This design comes from an exercise in tuning for small area on the open sky130 flow, not from production work. Only simulation tests tie the RTL to the original design; equivalence was not proved. Power figures rest on the tool's default switching activity, not on a simulated workload.

// cov_stall_monitor
module cov_stall_monitor (
  input  logic         clock,
  input  logic         reset,
  input  logic         en,
  input  logic [119:0] cov,
  input  logic [3:0]   ch_mask,
  input  logic         done,
  input  logic         irq_ack,
  output logic         irq,
  output logic [4:0]   irq_cause,
  output logic [31:0]  stall_cnt_max
);
  logic        fired_q, drain_q;
  logic [4:0]  cause_q;
  logic [15:0] wdog_q;
  logic        step_q;
  logic        snz_q;    
  logic [5:0]  ge_q;
  logic [3:0]  stall, zero;
  logic [22:0] q [4];
  logic [9:0]  r [4];
  logic        ack_ok, clr, wd_hit, idle, hold_end;
  assign idle   = ~fired_q & ~drain_q;
  assign ack_ok = en & fired_q & irq_ack;
  assign clr    = done | ack_ok;
  assign wd_hit = (wdog_q & cov_mon_pkg::WDOG_LIMIT) == cov_mon_pkg::WDOG_LIMIT;
  assign hold_end = &wdog_q[3:0];
  for (genvar i = 0; i < 4; i++) begin : g_ch
    cov_stall_channel u_ch (
      .clock   (clock),
      .reset   (reset),
      .en      (en),
      .clr     (clr),
      .step_q  (step_q),
      .snz_q   (snz_q),
      .cov_i   (cov[i*30 +: 30]),
      .mask_i  (ch_mask[i]),
      .stall_i (stall[i]),
      .zero_o  (zero[i]),
      .q_o     (q[i]),
      .r_o     (r[i])
    );
  end
  logic [3:0] top;
  assign top[0] =  ge_q[0] &  ge_q[1] &  ge_q[2];
  assign top[1] = ~ge_q[0] &  ge_q[3] &  ge_q[4];
  assign top[2] = ~ge_q[1] & ~ge_q[3] &  ge_q[5];
  assign top[3] = ~ge_q[2] & ~ge_q[4] & ~ge_q[5];
  logic [22:0] q_m;
  logic [9:0]  r_m;
  always_comb begin
    q_m = '0;
    r_m = '0;
    for (int i = 0; i < 4; i++) begin
      q_m = q_m | ({23{top[i]}} & q[i]);
      r_m = r_m | ({10{top[i]}} & r[i]);
    end
  end
  logic [28:0] hi;
  assign hi = 29'({q_m, r_m[9:3]}) - 29'({q_m, 1'b0}) - 29'(q_m);
  logic [5:0] ge_d;
  assign ge_d[0] = zero[1] | (~zero[0] & ge_q[0]);
  assign ge_d[1] = zero[2] | (~zero[0] & ge_q[1]);
  assign ge_d[2] = zero[3] | (~zero[0] & ge_q[2]);
  ...
Size in the first run: roughly 1600 cells after synthesis, about 290 flip-flops, ~170 I/O pins.
==> flow/config.mk <==
export PLATFORM = sky130hd
export DESIGN_NAME = cov_stall_monitor
export DESIGN_NICKNAME = cov_stall_monitor
export VERILOG_FILES = /design/flow/design.v
export SDC_FILE = /design/flow/constraint.sdc
export NUM_CORES = 4
export LEC_CHECK = 0
export CAP_MARGIN = 20
export CORE_MARGIN = 2
export CORE_UTILIZATION = 40
export SLEW_MARGIN = 20
==> flow/constraint.sdc <==
create_clock -name core_clock -period 8.5 [get_ports {clock}]
set_input_delay 1.7000 -clock core_clock [delete_from_list [all_inputs] [get_ports {clock}]]
set_output_delay 1.7000 -clock core_clock [all_outputs]
set_load 0.01 [all_outputs]
standard.sh (not shown) runs the stock make flow with config.mk's settings and CLKGATE_MAP_FILE= SYNTH_SCRIPT=/design/flow/synth_recipe.tcl, a recipe that flattens the netlist after the stock synthesis.
==> flow/flow/run.sh <==
#!/bin/bash
# Standard layout (the standard.sh) with these changes:
#  - synthesis maps the logic with an area-oriented ABC script (flow/area.abc) in place of
#    ORFS's speed script; everything else in the synthesis (registers included) is unchanged;
#  - the port buffers are the smallest buffer cell;
#  - clock tree: small clock buffers in small clusters, no dummy loads.
# ORFS writes each step's full log under orfs/logs/; make's own output goes to standard_own.log.
set -euo pipefail
W=$PWD
cp config.mk config_own.mk
cat >> config_own.mk <<'EOC'
export BUFFER_PORTS_ARGS = -buffer_cell sky130_fd_sc_hd__buf_1
export CTS_ARGS = -sink_clustering_enable -repair_clock_nets -dont_use_dummy_load -buf_list sky130_fd_sc_hd__clkbuf_8 -sink_clustering_size 20 -sink_clustering_max_diameter 60
EOC
{
  echo 'proc abc {args} {'
  echo '  set i [lsearch $args -script]'
  echo "  if {\$i >= 0} { set args [lreplace \$args \$i [expr {\$i + 1}] -script $W/flow/area.abc] }"
  echo '  yosys abc {*}$args'
  echo '}'
  cat synth_recipe.tcl
} > synth_own.tcl
sed -e "s#DESIGN_CONFIG=[^ ]*#DESIGN_CONFIG=$W/config_own.mk#" \
    -e "s#SYNTH_SCRIPT=[^ ]*#SYNTH_SCRIPT=$W/synth_own.tcl#" standard.sh > standard_own.sh
grep -q "config_own.mk" standard_own.sh
grep -q "synth_own.tcl" standard_own.sh
bash standard_own.sh > standard_own.log 2>&1
==> flow/flow/area.abc <==
strash
&get -n
&fraig -x
&put
scorr
dc2
strash
&get -n
&dch -f
&nf -a -R 1000
&put
Then changed:
==> flow/run.sh (new file) <==
#!/bin/bash
# synth_recipe.tcl (not shown) runs the flow's synth.tcl, then flattens the netlist and writes it again
# the make line also repeats each setting of config.mk as NAME=value (left out here)
make -C /OpenROAD-flow-scripts/flow DESIGN_CONFIG=/design/flow/config.mk WORK_HOME=/design/flow/orfs CLKGATE_MAP_FILE= SYNTH_SCRIPT=/design/flow/synth_recipe.tcl finish
removed: flow/flow/run.sh
removed: flow/flow/area.abc
removed: flow/standard.sh
Result:
- The new run completed without violations
- clock-buffer cell count goes up by 12
- routed wire length goes up by a few percent
- clock power came out higher by well over a third
- die area rises by a few percent
- non-clock buffer count is lower by 8
- total power went up by a quarter to a third
- global-route usage falls by 0.38 points
- cell area goes up by roughly a tenth
- combinational power rose by about a fifth
Then changed:
==> flow/flow/run.sh (new file) <==
#!/bin/bash
# Standard layout (the standard.sh) with these changes:
#  - synthesis maps the logic with an area-oriented ABC script (flow/area.abc) in place of
#    ORFS's speed script; everything else in the synthesis (registers included) is unchanged;
#  - the port buffers are the smallest buffer cell;
#  - clock tree: small clock buffers in small clusters, no dummy loads.
# ORFS writes each step's full log under orfs/logs/; make's own output goes to standard_own.log.
set -euo pipefail
W=$PWD
cp config.mk config_own.mk
cat >> config_own.mk <<'EOC'
export BUFFER_PORTS_ARGS = -buffer_cell sky130_fd_sc_hd__buf_1
export CTS_ARGS = -sink_clustering_enable -repair_clock_nets -dont_use_dummy_load -buf_list sky130_fd_sc_hd__clkbuf_16 -sink_clustering_size 32 -sink_clustering_max_diameter 80
EOC
{
  echo 'proc abc {args} {'
  echo '  set i [lsearch $args -script]'
  echo "  if {\$i >= 0} { set args [lreplace \$args \$i [expr {\$i + 1}] -script $W/flow/area.abc] }"
  echo '  yosys abc {*}$args'
  echo '}'
  cat synth_recipe.tcl
} > synth_own.tcl
sed -e "s#DESIGN_CONFIG=[^ ]*#DESIGN_CONFIG=$W/config_own.mk#" \
    -e "s#SYNTH_SCRIPT=[^ ]*#SYNTH_SCRIPT=$W/synth_own.tcl#" standard.sh > standard_own.sh
grep -q "config_own.mk" standard_own.sh
grep -q "synth_own.tcl" standard_own.sh
bash standard_own.sh > standard_own.log 2>&1
==> flow/flow/area.abc (new file) <==
strash
&get -n
&fraig -x
&put
scorr
dc2
strash
&get -n
&dch -f
&nf -a -R 1000
&put
==> flow/standard.sh (new file) <==
#!/bin/bash
# synth_recipe.tcl (not shown) runs the flow's synth.tcl, then flattens the netlist and writes it again
# the make line also repeats each setting of config.mk as NAME=value (left out here)
make -C /OpenROAD-flow-scripts/flow DESIGN_CONFIG=/design/flow/config.mk WORK_HOME=/design/flow/orfs CLKGATE_MAP_FILE= SYNTH_SCRIPT=/design/flow/synth_recipe.tcl "${@:-finish}"
removed: flow/run.sh
Outcome: Clock power shrinks by 37%. Core utilization fell by 3.0 points. Sequential share of layout area went up by 4.4 points. Clock skew rises by 0.050 ns. Final area fell by 11%. Via count went up by 0.46%. Area after synthesis is lower by 4.7%. Setup slack loses 0.61 ns. Hold slack gains 0.031 ns.
Then changed:
==> flow/run.sh (new file) <==
#!/bin/bash
# synth_recipe.tcl (not shown) runs the flow's synth.tcl, then flattens the netlist and writes it again
# the make line also repeats each setting of config.mk as NAME=value (left out here)
make -C /OpenROAD-flow-scripts/flow DESIGN_CONFIG=/design/flow/config.mk WORK_HOME=/design/flow/orfs CLKGATE_MAP_FILE= SYNTH_SCRIPT=/design/flow/synth_recipe.tcl finish
Settings changed: CTS_BUF_LIST set to sky130_fd_sc_hd__clkbuf_8, CTS_CLUSTER_DIAMETER set to 50, CTS_CLUSTER_SIZE set to 18.
removed: flow/flow/run.sh
removed: flow/flow/area.abc
removed: flow/standard.sh
Outcome:
- via count went down slightly
- global-route usage went down by 0.14 points
- total power went up by a little under a tenth
Then changed:
Settings changed: CTS_BUF_LIST sky130_fd_sc_hd__clkbuf_8 to sky130_fd_sc_hd__clkbuf_2 sky130_fd_sc_hd__clkbuf_4 sky130_fd_sc_hd__clkbuf_8, CTS_CLUSTER_DIAMETER 50 to unset, CTS_CLUSTER_SIZE 18 to unset.
=>
- setup slack loses 0.029 ns
- count of clock-buffer cells in the layout is higher by 32
- design area is higher by about 1.7%
- total power is higher by about 10%
Then changed:
==> flow/flow/run.sh (new file) <==
#!/bin/bash
# Standard layout (the standard.sh) with these changes:
#  - synthesis maps the logic with an area-oriented ABC script (flow/area.abc) in place of
#    ORFS's speed script; everything else in the synthesis (registers included) is unchanged;
#  - the port buffers are the smallest buffer cell;
#  - clock tree: small clock buffers in small clusters, no dummy loads.
# ORFS writes each step's full log under orfs/logs/; make's own output goes to standard_own.log.
set -euo pipefail
W=$PWD
cp config.mk config_own.mk
cat >> config_own.mk <<'EOC'
export BUFFER_PORTS_ARGS = -buffer_cell sky130_fd_sc_hd__buf_1
export CTS_ARGS = -sink_clustering_enable -repair_clock_nets -dont_use_dummy_load -buf_list sky130_fd_sc_hd__clkbuf_4 -sink_clustering_size 10 -sink_clustering_max_diameter 35
EOC
{
  echo 'proc abc {args} {'
  echo '  set i [lsearch $args -script]'
  echo "  if {\$i >= 0} { set args [lreplace \$args \$i [expr {\$i + 1}] -script $W/flow/area.abc] }"
  echo '  yosys abc {*}$args'
  echo '}'
  cat synth_recipe.tcl
} > synth_own.tcl
sed -e "s#DESIGN_CONFIG=[^ ]*#DESIGN_CONFIG=$W/config_own.mk#" \
    -e "s#SYNTH_SCRIPT=[^ ]*#SYNTH_SCRIPT=$W/synth_own.tcl#" standard.sh > standard_own.sh
grep -q "config_own.mk" standard_own.sh
grep -q "synth_own.tcl" standard_own.sh
bash standard_own.sh > standard_own.log 2>&1
==> flow/flow/area.abc (new file) <==
strash
&get -n
&fraig -x
&put
scorr
dc2
strash
&get -n
&dch -f
&nf -a -R 1000
&put
==> flow/standard.sh (new file) <==
#!/bin/bash
# synth_recipe.tcl (not shown) runs the flow's synth.tcl, then flattens the netlist and writes it again
# the make line also repeats each setting of config.mk as NAME=value (left out here)
make -C /OpenROAD-flow-scripts/flow DESIGN_CONFIG=/design/flow/config.mk WORK_HOME=/design/flow/orfs CLKGATE_MAP_FILE= SYNTH_SCRIPT=/design/flow/synth_recipe.tcl "${@:-finish}"
Settings changed: CTS_BUF_LIST sky130_fd_sc_hd__clkbuf_2 sky130_fd_sc_hd__clkbuf_4 sky130_fd_sc_hd__clkbuf_8 to unset.
removed: flow/run.sh
The new run finished with timing, DRC and antenna clean.
Final area drops by 11%.
First-iteration DRC count climbs by 17%.
Total power drops by 20%.
Fmax drops by 6.6%.
Via count climbs by 1.2%.
Combinational power drops by 17%.
Area after synthesis drops by 4.7%.
Global-route usage climbs by 0.56 points.
Hold slack improved by 0.028 ns.
Wire length drops by 2.4%.
Worst setup slack got worse by 0.52 ns.

## port drivers added, routing unchanged
In the flow no input, the clock included, has a driving cell. The finished layouts below were timed again as built, in two steps.
Step 1: set_driving_cell puts a clkbuf_16 on clock and a buf_2 on each other input, an assumption about the parent block.
Step 2 adds t to the input delays and takes it off the output delays; t is the mean of the earliest and latest rising clock arrival at the registers after step 1. Input paths then give back, and output paths get back, about the clock's delay inside the block.
Slacks: no drivers / after step 1 / after step 2; pairs: no drivers / after step 1.
run | t (ns) | setup slack, ns | worst setup path after step 2 | worst register clock-pin slew, ns | cell pins on the clock port's net
the first run | 0.638 | 0.574 / 0.527 / 1.166 | register to output | 0.12 / 0.12 | 1
the second run | 0.566 | 1.105 / 1.054 / 1.620 | register to output | 0.07 / 0.07 | 1
the third run | 0.561 | 0.499 / 0.448 / 1.010 | register to output | 0.12 / 0.12 | 1
the fourth run | 0.615 | 1.074 / 1.026 / 1.641 | register to output | 0.10 / 0.10 | 1
the fifth run | 0.621 | 1.046 / 0.999 / 1.621 | register to output | 0.07 / 0.07 | 1
the sixth run | 0.800 | 0.523 / 0.475 / 1.275 | register to output | 0.10 / 0.10 | 1
After both steps setup and hold are still met in every run listed.
